Context: an optimization exercise on an open-source flow, tuned for small area and a short achievable clock period. The choices shown serve that exercise and are no tape-out recipe. Power and IR drop assume default switching activity.

==> module addsub_prenorm, before the edit <==
module addsub_prenorm (
	input  logic [31:0] opa,
	input  logic [31:0] opb,
	input  logic        is_mul,
	input  logic        is_sub,
	input  logic [1:0]  rmode,
	output logic [27:0] row0,
	output logic [27:0] row1,
	output logic [7:0]  exp_big,
	output logic        sign_as,
	output logic        zero_sign
);
	logic        sa, sb_eff, eff_sub, a_big, az, bz, en;
	logic [7:0]  ea, eb, exp_diff;
	logic [23:0] ma, mb, m_big, m_small;
	logic [49:0] shifted;
	logic [26:0] small_al;
	assign sa      = opa[31];
	assign sb_eff  = opb[31] ^ is_sub;
	assign eff_sub = sa ^ sb_eff;
	assign ea      = opa[30:23];
	assign eb      = opb[30:23];
	assign az      = (ea == '0);
	assign bz      = (eb == '0);
	assign ma      = az ? 24'b0 : {1'b1, opa[22:0]};   
	assign mb      = bz ? 24'b0 : {1'b1, opb[22:0]};
	assign en      = ~is_mul;
	assign a_big    = ({ea, ma[22:0]} >= {eb, mb[22:0]});
	assign m_big    = a_big ? ma : mb;
	assign m_small  = a_big ? mb : ma;
	assign exp_diff = a_big ? ea - eb : eb - ea;
	assign shifted  = {m_small, 26'b0} >> exp_diff;
	assign small_al = (exp_diff > 8'd26) ? {26'b0, |m_small}
	                                     : {shifted[49:24], |shifted[23:0]};
	assign row0 = en ? {1'b0, m_big, 2'b00, eff_sub} : '0;
	assign row1 = en ? {eff_sub, small_al ^ {27{eff_sub}}} : '0;
	assign exp_big   = a_big ? ea : eb;
	assign sign_as   = a_big ? sa : sb_eff;
	assign zero_sign = eff_sub ? (rmode == RM_DOWN) : sa;   
endmodule
==> module fpu_top, before the edit <==
module fpu_top (
	input  logic                        clk,
	input  logic                        arst_n,
	input  logic [fpu_pkg::FLOAT_W-1:0] opa,
	input  logic [fpu_pkg::FLOAT_W-1:0] opb,
	input  logic [1:0]                  fpu_op,    
	input  logic [1:0]                  rmode,     
	output logic [fpu_pkg::FLOAT_W-1:0] out,
	output logic                        inf,
	output logic                        snan,
	output logic                        qnan,
	output logic                        ine,
	output logic                        overflow,
	output logic                        underflow,
	output logic                        zero
);
	logic [31:0]       opa_r, opb_r;
	logic              mul_r, sub_r;
	logic [1:0]        rmode_r;
	logic [11:0]       bx1, bx2, bneg, bx1_r, bx2_r, bneg_r;
	logic [47:0]       pp0, pp1, rows0, rows1;
	logic [27:0]       as0, as1;
	logic [7:0]        exp_big;
	logic              sign_as, zsign_d;
	logic              nan_d, inf_d, zero_d, ssign_d, snan_d;
	logic [47:0]       s0_p, s1_p;
	logic signed [9:0] exp_p;
	logic              sign_p, zsign_p;
	logic [1:0]        rmode_p;
	logic [4:0]        spec_p;
	logic [27:0]       x_d, x_a;
	logic              ls_d, ls_a, isz_d, isz_a;
	logic [4:0]        lz_d, lz_a;
	logic signed [9:0] exp_a;
	logic              sign_a, zsign_a;
	logic [1:0]        rmode_a;
	logic [4:0]        spec_a;
	logic [22:0]       mant_d, mant_n;
	logic              rup_d, cy_d, ine_d, toinf_d;
	logic signed [9:0] expn_d, exp_n;
	logic              rup_n, cy_n, ine_n, toinf_n, sign_n, zsign_n, isz_n;
	logic [4:0]        spec_n;
	logic [31:0]       out_d;
	logic [6:0]        flags_d;
	mul_prenorm u_mul_pre (.frac(opb[22:0]), .m(fpu_op[1]), .x1(bx1), .x2(bx2), .neg(bneg));
	always_ff @(posedge clk)
	begin
		opa_r   <= opa;
		opb_r   <= opb;
		mul_r   <= fpu_op[1];   
		sub_r   <= fpu_op[0];
		rmode_r <= rmode;
		bx1_r   <= bx1;
		bx2_r   <= bx2;
		bneg_r  <= bneg;
	end
	operand_classify u_classify (
		.opa(opa_r), .opb(opb_r), .is_mul(mul_r), .is_sub(sub_r),
		.spec_nan(nan_d), .spec_inf(inf_d), .spec_zero(zero_d), .spec_sign(ssign_d), .spec_snan(snan_d)
	);
	mantissa_arith u_arith (
		.a({1'b1, opa_r[22:0]}), .x1(bx1_r), .x2(bx2_r), .neg(bneg_r), .m(mul_r),
		.s0(pp0), .s1(pp1)
	);
	addsub_prenorm u_addsub_pre (
		.opa(opa_r), .opb(opb_r), .is_mul(mul_r), .is_sub(sub_r), .rmode(rmode_r),
		.row0(as0), .row1(as1), .exp_big, .sign_as, .zero_sign(zsign_d)
	);
	assign rows0 = pp0 | {as0, 20'b0};
	assign rows1 = pp1 | {as1, 20'b0};
	always_ff @(posedge clk)
	begin
		s0_p    <= rows0;
		s1_p    <= rows1;
		exp_p   <= mul_r ? $signed({2'b00, opa_r[30:23]}) + $signed({2'b00, opb_r[30:23]}) - 10'sd127
		                 : $signed({2'b00, exp_big});
		sign_p  <= mul_r ? opa_r[31] ^ opb_r[31] : sign_as;
		zsign_p <= zsign_d;
		rmode_p <= rmode_r;
		spec_p  <= {nan_d, inf_d, zero_d, ssign_d, snan_d};
	end
	norm_count u_count (
		.s0(s0_p), .s1(s1_p), .x(x_d), .low_sticky(ls_d), .lz(lz_d), .is_zero(isz_d)
	);
	always_ff @(posedge clk)
	begin
		x_a     <= x_d;
		ls_a    <= ls_d;
		lz_a    <= lz_d;
		isz_a   <= isz_d;
		exp_a   <= exp_p;
		sign_a  <= sign_p;
		zsign_a <= zsign_p;
		rmode_a <= rmode_p;
		spec_a  <= spec_p;
	end
	norm_round u_round (
		.x(x_a), .low_sticky(ls_a), .lz(lz_a), .exp_in(exp_a), .sign(sign_a), .rmode(rmode_a),
		.mant(mant_d), .round_up(rup_d), .carry(cy_d), .inexact(ine_d), .exp_n(expn_d), .to_inf(toinf_d)
	);
	always_ff @(posedge clk)
	begin
		mant_n  <= mant_d;
		rup_n   <= rup_d;
		cy_n    <= cy_d;
		ine_n   <= ine_d;
		exp_n   <= expn_d;
		toinf_n <= toinf_d;
		sign_n  <= sign_a;
		zsign_n <= zsign_a;
		isz_n   <= isz_a;
		spec_n  <= spec_a;
	end
	result_select u_result (
		.mant(mant_n), .round_up(rup_n), .carry(cy_n), .inexact(ine_n), .exp_n, .sign(sign_n),
		.is_zero(isz_n), .zero_sign(zsign_n), .to_inf(toinf_n),
		.spec_nan(spec_n[4]), .spec_inf(spec_n[3]), .spec_zero(spec_n[2]), .spec_sign(spec_n[1]), .spec_snan(spec_n[0]),
		.out(out_d), .inf(flags_d[6]), .snan(flags_d[5]), .qnan(flags_d[4]), .ine(flags_d[3]),
		.overflow(flags_d[2]), .underflow(flags_d[1]), .zero(flags_d[0])
	);
	always_ff @(posedge clk)
	begin
		out <= out_d;
		{inf, snan, qnan, ine, overflow, underflow, zero} <= flags_d;
	end
endmodule
clock: 8.5 ns
lec_check: 0
cap_margin: 20
core_margin: 2
core_utilization: 40
slew_margin: 20
run.sh (not shown) runs the stock make flow with config.mk's settings and CLKGATE_MAP_FILE= SYNTH_SCRIPT=/design/flow/synth_recipe.tcl, a recipe that flattens the netlist after the stock synthesis.
Edit:
--- a/flow/design.v
+++ b/flow/design.v
@@ -55,7 +55,30 @@
 endmodule
 import fpu_pkg::*;
+module addsub_compare (
+	input  logic [31:0] opa,
+	input  logic [31:0] opb,
+	output logic        a_big,      
+	output logic [4:0]  diff,       
+	output logic        diff_big    
+);
+	logic [7:0] ea, eb, dab, dba;
+	logic       ea_ge;
+	assign ea    = opa[30:23];
+	assign eb    = opb[30:23];
+	assign dab   = ea - eb;
+	assign dba   = eb - ea;
+	assign ea_ge = (ea >= eb);
+	assign a_big    = (ea > eb) | ((ea == eb) & ((ea == '0) | (opa[22:0] >= opb[22:0])));
+	assign diff     = ea_ge ? dab[4:0] : dba[4:0];
+	assign diff_big = ea_ge ? (dab > 8'd26) : (dba > 8'd26);
+endmodule
 module addsub_prenorm (
 	input  logic [31:0] opa,
 	input  logic [31:0] opb,
+	input  logic        a_big,
+	input  logic        a_norm,     
+	input  logic        b_norm,
+	input  logic [4:0]  diff,
+	input  logic        diff_big,
 	input  logic        is_mul,
 	input  logic        is_sub,
@@ -67,9 +90,11 @@
 	output logic        zero_sign
 );
-	logic        sa, sb_eff, eff_sub, a_big, az, bz, en;
-	logic [7:0]  ea, eb, exp_diff;
+	logic        sa, sb_eff, eff_sub, az, bz, en;
+	logic [7:0]  ea, eb;
 	logic [23:0] ma, mb, m_big, m_small;
 	logic [49:0] shifted;
 	logic [26:0] small_al;
+	logic [23:0] lost;       
+	logic        sticky;
 	assign sa      = opa[31];
 	assign sb_eff  = opb[31] ^ is_sub;
@@ -77,16 +102,19 @@
 	assign ea      = opa[30:23];
 	assign eb      = opb[30:23];
-	assign az      = (ea == '0);
-	assign bz      = (eb == '0);
+	assign az      = ~a_norm;
+	assign bz      = ~b_norm;
 	assign ma      = az ? 24'b0 : {1'b1, opa[22:0]};   
 	assign mb      = bz ? 24'b0 : {1'b1, opb[22:0]};
 	assign en      = ~is_mul;
-	assign a_big    = ({ea, ma[22:0]} >= {eb, mb[22:0]});
 	assign m_big    = a_big ? ma : mb;
 	assign m_small  = a_big ? mb : ma;
-	assign exp_diff = a_big ? ea - eb : eb - ea;
-	assign shifted  = {m_small, 26'b0} >> exp_diff;
-	assign small_al = (exp_diff > 8'd26) ? {26'b0, |m_small}
-	                                     : {shifted[49:24], |shifted[23:0]};
+	assign shifted  = {m_small, 26'b0} >> diff;
+	always_comb
+	begin
+		for (int k = 0; k < 24; k++)
+			lost[k] = diff_big | (5'(k + 2) < diff);
+	end
+	assign sticky   = |(m_small & lost);
+	assign small_al = {diff_big ? 26'b0 : shifted[49:24], sticky};
 	assign row0 = en ? {1'b0, m_big, 2'b00, eff_sub} : '0;
 	assign row1 = en ? {eff_sub, small_al ^ {27{eff_sub}}} : '0;
@@ -1218,4 +1246,6 @@
 	logic [1:0]        rmode_r;
 	logic [11:0]       bx1, bx2, bneg, bx1_r, bx2_r, bneg_r;
+	logic              abig, abig_r, dbig, dbig_r, anorm_r, bnorm_r;
+	logic [4:0]        diff, diff_r;
 	logic [47:0]       pp0, pp1, rows0, rows1;
 	logic [27:0]       as0, as1;
@@ -1243,4 +1273,5 @@
 	logic [6:0]        flags_d;
 	mul_prenorm u_mul_pre (.frac(opb[22:0]), .m(fpu_op[1]), .x1(bx1), .x2(bx2), .neg(bneg));
+	addsub_compare u_compare (.opa, .opb, .a_big(abig), .diff, .diff_big(dbig));
 	always_ff @(posedge clk)
 	begin
@@ -1253,4 +1284,9 @@
 		bx2_r   <= bx2;
 		bneg_r  <= bneg;
+		abig_r  <= abig;
+		anorm_r <= |opa[30:23];
+		bnorm_r <= |opb[30:23];
+		diff_r  <= diff;
+		dbig_r  <= dbig;
 	end
 	operand_classify u_classify (
@@ -1263,6 +1299,6 @@
 	);
 	addsub_prenorm u_addsub_pre (
-		.opa(opa_r), .opb(opb_r), .is_mul(mul_r), .is_sub(sub_r), .rmode(rmode_r),
-		.row0(as0), .row1(as1), .exp_big, .sign_as, .zero_sign(zsign_d)
+		.opa(opa_r), .opb(opb_r), .a_big(abig_r), .a_norm(anorm_r), .b_norm(bnorm_r), .diff(diff_r), .diff_big(dbig_r),
+		.is_mul(mul_r), .is_sub(sub_r), .rmode(rmode_r), .row0(as0), .row1(as1), .exp_big, .sign_as, .zero_sign(zsign_d)
 	);
 	assign rows0 = pp0 | {as0, 20'b0};
After rerunning: Cell area goes down by about 2%. Fmax grows by about 40%. Final cell count fell by 3.8%. Wire length decreases by 7.2%. Global-route usage came out lower by 0.80 points. Core utilization hardly moves. Sequential share of layout area rose by 0.98 points. Area after synthesis came out lower by 2.4%. Flip-flop and latch count goes up by 9. Total power rose by about 2.6%. Critical path depth drops by 6. Worst setup slack improved by 1900 ps.
No run of this note included a check of the RTL's function; only the layout flow was run.

## port drivers added, routing unchanged
How much do the figures lean on ideal ports? The routed layouts below were timed once more, with nothing changed but the port constraints. Step 1 (the two cells are an assumption about what drives the block):
set clk [get_ports {clk}]
set_driving_cell -lib_cell sky130_fd_sc_hd__clkbuf_16 $clk
set_driving_cell -lib_cell sky130_fd_sc_hd__buf_2 [delete_from_list [all_inputs] $clk]
Step 2, shift: input delay + t, output delay - t, t = (earliest + latest rising clock arrival at the registers) / 2. This alone moves slack from input paths to output paths. Three values: ideal, step 1, step 2; two values: the first two.
| run | t, ns | setup WS [ns] | worst setup path at the end |
|---|---|---|---|
| the first run | 0.661 | 1.839 / 1.839 / 1.839 | register to register |
| the second run | 0.657 | 3.741 / 3.741 / 3.664 | input to register |
After both steps every run listed still meets setup and hold. For the second run, which loses most, drivers alone change the setup slack by 0.000 ns; drivers and shift together by -0.077 ns.
